Background: an optimization exercise with open tools, aiming at small area, a short achievable clock period and few clock cycles per item. Do not read the settings as production practice.
In this exercise RTL edits were held to simulation tests only and were not proved equivalent to the original.

==> flow/design.v, too long to show whole: its modules and the start of the top module <==
// module firChannel: 124 lines
// module coefBank: 23 lines
// module boothCsa: 839 lines
// module firEngine: 33 lines
module firEngine #(
    parameter int LogTimeSlices  = 5,
    parameter int LogBufferDepth = 4,
    parameter int LogNumFifos    = 1
) (
    input  logic                      iClk,
    input  logic                      iRst,
    input  logic                      iData0Changed,    
    input  firPkg::sampleT            iData0,
    input  logic                      iData1Changed,
    input  firPkg::sampleT            iData1,
    input  logic                      iCoefWrEn,
    input  logic [LogBufferDepth-1:0] iCoefWrAddr,
    input  firPkg::sampleT            iCoefWrData,
    output logic                      oData0Changed,    
    output firPkg::sampleT            oData0,
    output logic                      oData1Changed,
    output firPkg::sampleT            oData1
);
  // ...
==> flow/run.sh <==
#!/bin/bash
# synth_recipe.tcl (not shown) runs the flow's synth.tcl, then flattens the netlist and writes it again
# the make line also repeats each setting of config.mk as NAME=value (left out here)
make -C /OpenROAD-flow-scripts/flow DESIGN_CONFIG=/design/flow/config.mk WORK_HOME=/design/flow/orfs CLKGATE_MAP_FILE= SYNTH_SCRIPT=/design/flow/synth_recipe.tcl finish
==> flow/config.mk <==
export PLATFORM = sky130hd
export DESIGN_NAME = firEngine
export DESIGN_NICKNAME = firEngine
export VERILOG_FILES = /design/flow/design.v
export SDC_FILE = /design/flow/constraint.sdc
export NUM_CORES = 4
export LEC_CHECK = 0
export CAP_MARGIN = 20
export CORE_MARGIN = 2
export CORE_UTILIZATION = 40
export SLEW_MARGIN = 20
==> flow/constraint.sdc <==
create_clock -name core_clock -period 8.0 [get_ports {iClk}]
set_input_delay 1.6000 -clock core_clock [delete_from_list [all_inputs] [get_ports {iClk}]]
set_output_delay 1.6000 -clock core_clock [all_outputs]
set_load 0.01 [all_outputs]
==> flow_summary_export.csv, run 1 <==
group,metric,value,unit
floorplanning,die_area,0.108,mm^2
sta,slew-limit-headroom,26.3,%
grt,gr-usage-met3,3.49,%
hold_path,worstHoldStart,"uCh1.pubQ",
cts,cts_root_buf,"sky130_fd_sc_hd__clkbuf_16",
sta,finalSetupViolations,0,
placed_design,total_instance_count_after_detailed_placement,5280,
logic_synthesis,netlist-cell-type-count,66,
cells_and_area,clockNetworkAreaShare,5.26,%
floorplanning,start_util,40.3,%
cells_and_area,final.fill_count,9904,
worst_setup_path,cp.arrival,4.58,ns
cts,clock_sinks,681,
logic_synthesis,post_synth_mux_area_share,5.69,%
logic_synthesis,dominant_combinational_cell_family_by_area_after_synthesis,"adder cells",
route,routedWlPerCell,18.5,um
outcome,result_of_the_run,"no timing/DRC/antenna violations",
cells_and_area,finish.net_count,4520,
floorplanning,top_level_ports,101,
hold_path,worst_hold_path_type,"register to register",
logic_synthesis,syn_area_per_cell,10.5,um^2
logic_synthesis,adder_and_majority_cell_fraction_of_the_synthesized_area,20.8,%
sta,finalHoldViolations,0,
logic_synthesis,synthMostInstantiatedCell,"sky130_fd_sc_hd__nand2_1",
worst_setup_path,timing.reg2reg.setup_slack,3.93,ns
worst_setup_path,critPathMaxStageDelay,0.89,ns
cells_and_area,dominant_kind_of_cell,"multi-input combinational cells",
route,postRouteAntennaNets,0,
sta,drv_slew,0,
logic_synthesis,syn-cell-area,0.0423,mm^2
cts,clock_tree_from_tritoncts,"built",
sta,clock_skew,0.0278,ns
sta,setup_tns,0,ns
logic_synthesis,synthDominantCellAreaShare,20.3,%
worst_setup_path,worst_path_max_delay_cell,"sky130_fd_sc_hd__dfxtp_1",
route,highest-signal-layer,"met5",
worst_setup_path,worst_path_most_repeated_cell,"sky130_fd_sc_hd__fa_1",
route,met2WireLength,44600,um
worst_setup_path,r2r.worst_path.cells,10,
Testbench counts, summed over its fixed seeds: cycles 2,328, items 768.
==> inputs of run 2 (changes only) <==
--- a/flow/config.mk
+++ b/flow/config.mk
@@ -10,2 +10,4 @@
 export CORE_UTILIZATION = 40
+export SETUP_SLACK_MARGIN = 4.2
 export SLEW_MARGIN = 20
+export TNS_END_PERCENT = 100
==> flow_summary_export.csv, run 2 <==
group,metric,value,unit
logic_synthesis,syn_area_per_cell,10.5,um^2
grt,grt_remaining_overflow,0,
logic_synthesis,synthDominantCellAreaShare,20.3,%
worst_setup_path,worst_path_most_repeated_cell,"sky130_fd_sc_hd__fa_1",
logic_synthesis,syn-cell-area,0.0423,mm^2
logic_synthesis,postSynth.topFlopCell,"sky130_fd_sc_hd__dfrtp_1",
grt,globalRouteTotalUtil,18.6,%
placed_design,place.gp.congestion,0.799,
floorplanning,top_level_ports,101,
cells_and_area,final-seq-area,0.0163,mm^2
floorplanning,fp.dieW,329,um
route,drt_drc_violations_left,0,
floorplanning,rows,119,
sta,setup_tns,0,ns
grt,grt_util_met2,28.6,%
placed_design,detailedPlace.worstSlack,3.59,ns
worst_setup_path,critical_path.endpoint_type,"register",
sta,finalSetupViolations,0,
sta,max_freq,270,MHz
sta,clock_skew,0.0334,ns
worst_setup_path,regToRegStartpoint,"uCh0.cR[15]",
worst_setup_path,critPathMaxStageDelay,0.63,ns
grt,grt_first_pass_wirelength,162000,um
route,detailroute.via_count,28300,
logic_synthesis,netlist-cell-type-count,66,
route,drtIter0Drc,1981,
flow_run,maxCapViolations,0,
placed_design,buffer_ports.inserted,100,
cts,cts_hold_buf,0,
worst_setup_path,critical-path-top-delay-family,"adder cells",
logic_synthesis,ys_top_cells_by_count,"575 x sky130_fd_sc_hd__nand2_1, 428 x sky130_fd_sc_hd__a22oi_1, 407 x sky130_fd_sc_hd__inv_1, 352 x sky130_fd_sc_hd__fa_1, 343 x sky130_fd_sc_hd__dfrtp_1",
cells_and_area,reg_top3,"uCoef.coef0 x108, uCh0.hist x90, uCoef.coef1 x90",
cells_and_area,largest_register,"uCoef.coef0",
grt,grt_max_degree,154,
logic_synthesis,ys_warn_count,5,
cts,clock_tree_from_tritoncts,"built",
floorplanning,die_area,0.108,mm^2
outcome,result_of_the_run,"no timing/DRC/antenna violations",
route,route.final.wire_length,99800,um
cells_and_area,final.fill_count,9884,
worst_setup_path,timing.reg2reg.setup_slack,4.30,ns
logic_synthesis,synth_seq_area_share,38.3,%
worst_setup_path,worst_path_max_delay_cell,"sky130_fd_sc_hd__dfxtp_2",
sta,finalHoldViolations,0,
grt,grt.busiest_layer,"met2",
worst_setup_path,critical_path_required,8.53,ns
grt,first_global_vias,28800,
sta,holdWs,0.433,ns
sta,drv_slew,0,
logic_synthesis,mappedNetlistNets,4603,
logic_synthesis,synth_top_cell_by_area,"sky130_fd_sc_hd__dfrtp_1",
cells_and_area,finish.net_count,4527,
logic_synthesis,gate_count_after_technology_mapping,4048,
placed_design,dp_hpwl,68800,um
cells_and_area,mostFrequentLayoutCell,"sky130_fd_sc_hd__nand2_1",
worst_setup_path,r2r.worst_path.cells,9,
route,routedWlPerCell,18.4,um
sta,worst_slew_pin_slew,1.03,ns
cts,cts.clk_slew.worst_paths,0.06,ns
worst_setup_path,crit_path_start_kind,"register",
cts,clk_path_buf_depth,3,
cells_and_area,area_growth,11.7,%
logic_synthesis,synthMostInstantiatedCell,"sky130_fd_sc_hd__nand2_1",
cells_and_area,multi_input_comb_area,0.0235,mm^2
hold_path,worstHoldStart,"uCh1.pubQ",
logic_synthesis,post_synth_main_area_contributors,"sky130_fd_sc_hd__dfrtp_1 20%, sky130_fd_sc_hd__fa_1 17%, sky130_fd_sc_hd__dfxtp_1 11%",
cells_and_area,largest_reg_flops,108,
cells_and_area,drive_gt1_share,13.9,%
cells_and_area,antenna_cells_inserted,0,
cts,htreeDepth,3,
cells_and_area,mostFrequentLayoutCells,"573 x sky130_fd_sc_hd__nand2_1, 428 x sky130_fd_sc_hd__a22oi_1, 406 x sky130_fd_sc_hd__inv_1",
route,detailed_router_iteration_count_before_antenna_repair,6,
grt,grt_util_met1,27.4,%
worst_setup_path,cp.arrival,4.23,ns
cts,clock_insertion_delay_worst_skew,0.65,ns
logic_synthesis,synth-edff-count,36,
sta,final_period_minus_worst_setup_slack,3.70,ns
route,avgViaCountPerCell,5.22,
worst_setup_path,critical_path_peak_fanout,18,
hold_path,timing.hold.worst_path_depth,1,
sta,slew-limit-headroom,31.6,%
worst_setup_path,r2r_end,"uCh0.accC[19]",
worst_setup_path,cp_num_buf_inv,2,
worst_setup_path,worstPathCellList,"a22oi_1 -> xnor2_1 -> fa_1 -> inv_1 -> fa_1 -> fa_1 -> fa_1 -> inv_1 -> fa_1",
route,postRouteAntennaNets,0,
sta,postLayoutSetupSlackWorst,4.30,ns
logic_synthesis,async_flop_share,61.8,%
hold_path,worst_hold_path_type,"register to register",
logic_synthesis,synth_seq_cells,681,
floorplanning,floorplan.core_area,0.105,mm^2
floorplanning,start_util,40.3,%
hold_path,timing.hold.worst_endpoint,"uCh1.togQ",
worst_setup_path,criticalPathCategory,"register to register",
cts,tritoncts.num_buffers,76,
cts,clock_sinks,681,
sta,unrepaired_setup_endpoints_after_global_routing,"true",
floorplanning,die_height,329,um
cts,cts_root_buf,"sky130_fd_sc_hd__clkbuf_16",
grt,gr-usage-met3,3.23,%
sta,timing.final.crit_share,46.2,%
grt,grt_antenna_before_repair,11,
[run 2: cell count changes in the layout (fill, tap and decap cells not counted), moves of 3 or more]
cell                        before  now
sky130_fd_sc_hd__dfxtp_1       221  162
sky130_fd_sc_hd__clkinv_2       14   11
sky130_fd_sc_hd__buf_4          52   56
sky130_fd_sc_hd__clkinv_4        0    4
sky130_fd_sc_hd__dfxtp_4         0   18
sky130_fd_sc_hd__clkinv_16       0    4
sky130_fd_sc_hd__clkbuf_1       17   13
sky130_fd_sc_hd__dfxtp_2         3   44
sky130_fd_sc_hd__clkbuf_16      75   79
sky130_fd_sc_hd__bufinv_16       4    7
[run 2: timing repair]
action	CTS	global route
buffers inserted	0	2
cloned	0	0
gates resized for setup	56	25
pin swaps	0	2
setup endpoints to repair	42	56
[run 2: worst reg2reg max path, cell delays in order (launching register included)]
cell                      delay [ns]
sky130_fd_sc_hd__dfxtp_2        0.63
sky130_fd_sc_hd__a22oi_1        0.19
sky130_fd_sc_hd__xnor2_1        0.18
sky130_fd_sc_hd__fa_1           0.59
sky130_fd_sc_hd__inv_1          0.09
sky130_fd_sc_hd__fa_1           0.50
sky130_fd_sc_hd__fa_1           0.43
sky130_fd_sc_hd__fa_1           0.51
sky130_fd_sc_hd__inv_1          0.05
sky130_fd_sc_hd__fa_1           0.44
[run 2: kinds of logic after synthesis]
logic type / after synthesis / share of synthesized area, %
xor gates and xnor gates: 368 / 7.61
and+or+nand+nor: 923 / 9.82
buffers and inverters: 720 / 6.38
muxes: 214 / 5.69
AOI/OAI and AO/OA: 650 / 11.5
DFF: 681 / 38.3
adders and majority gates: 492 / 20.8
[run 2: worst max path at each step]
stage                  startpoint         endpoint  slack [ns]  cells after the start
finish                uCh0.cR[15]    uCh0.accC[19]        4.30                      9
global route        uCh0.bOneR[0]    uCh0.accC[19]        4.19                      9
CTS                 uCh0.bOneR[8]    uCh0.accC[19]        4.20                      8
detailed placement      iCoefWrEn  uCoef.coef0[83]        3.59                      4
global placement        iCoefWrEn  uCoef.coef0[44]        3.64                      4
floorplan                    iRst        uCh0.chgQ        0.78                      1
[run 2: per-layer routing]
metal	wire (um)	up-vias
met5	130	-
met4	1620	20
met3	5380	118
met2	44600	606
met1	48100	14300
li1	-	13300
[run 2: stage by stage]
step / area [um^2] / std cells / util (%)
finish: 47300 / 5427 / 45.0
detailed placement: 44400 / 5283 / 42.2
global route: 47300 / 5427 / 45.0
global placement: 44400 / 5283 / 42.2
CTS: 47200 / 5425 / 44.9
floorplan: 42400 / 4048 / -
[run 2: final cells by class]
class                           count  area share [%]
Clock buffer                      110            4.81
Tap cell                         1391            3.68
Timing Repair Buffer              159            3.11
Clock inverter                     32            1.02
Inverter                          407            3.24
Sequential cell                   681            34.5
Multi-Input combinational cell   2647            49.6

## port drivers added, routing unchanged
Ports are ideal in the flow. The routed layouts listed here were re-timed in OpenROAD. Step 1, drivers: a clkbuf_16 drives iClk and a buf_2 each remaining input, both assumed. Step 2 adds t to the input delays and takes it off the output delays; t is the mean of the earliest and latest rising clock arrival at the registers after step 1. Input paths then give back, and output paths get back, about the clock's delay inside the block. Three values: no drivers, after step 1, after step 2; two values: the first two.
run | t, ns | slack for setup (ns) | worst data-port slew with drivers (ns)
run 1 | 0.693 | 3.931 / 3.931 / 3.561 | 0.11
run 2 | 0.699 | 4.302 / 4.302 / 3.654 | 0.10
After both steps every run listed still meets setup and hold. For run 2, which loses most, drivers alone change the setup slack by 0.000 ns; drivers and shift together by -0.648 ns.
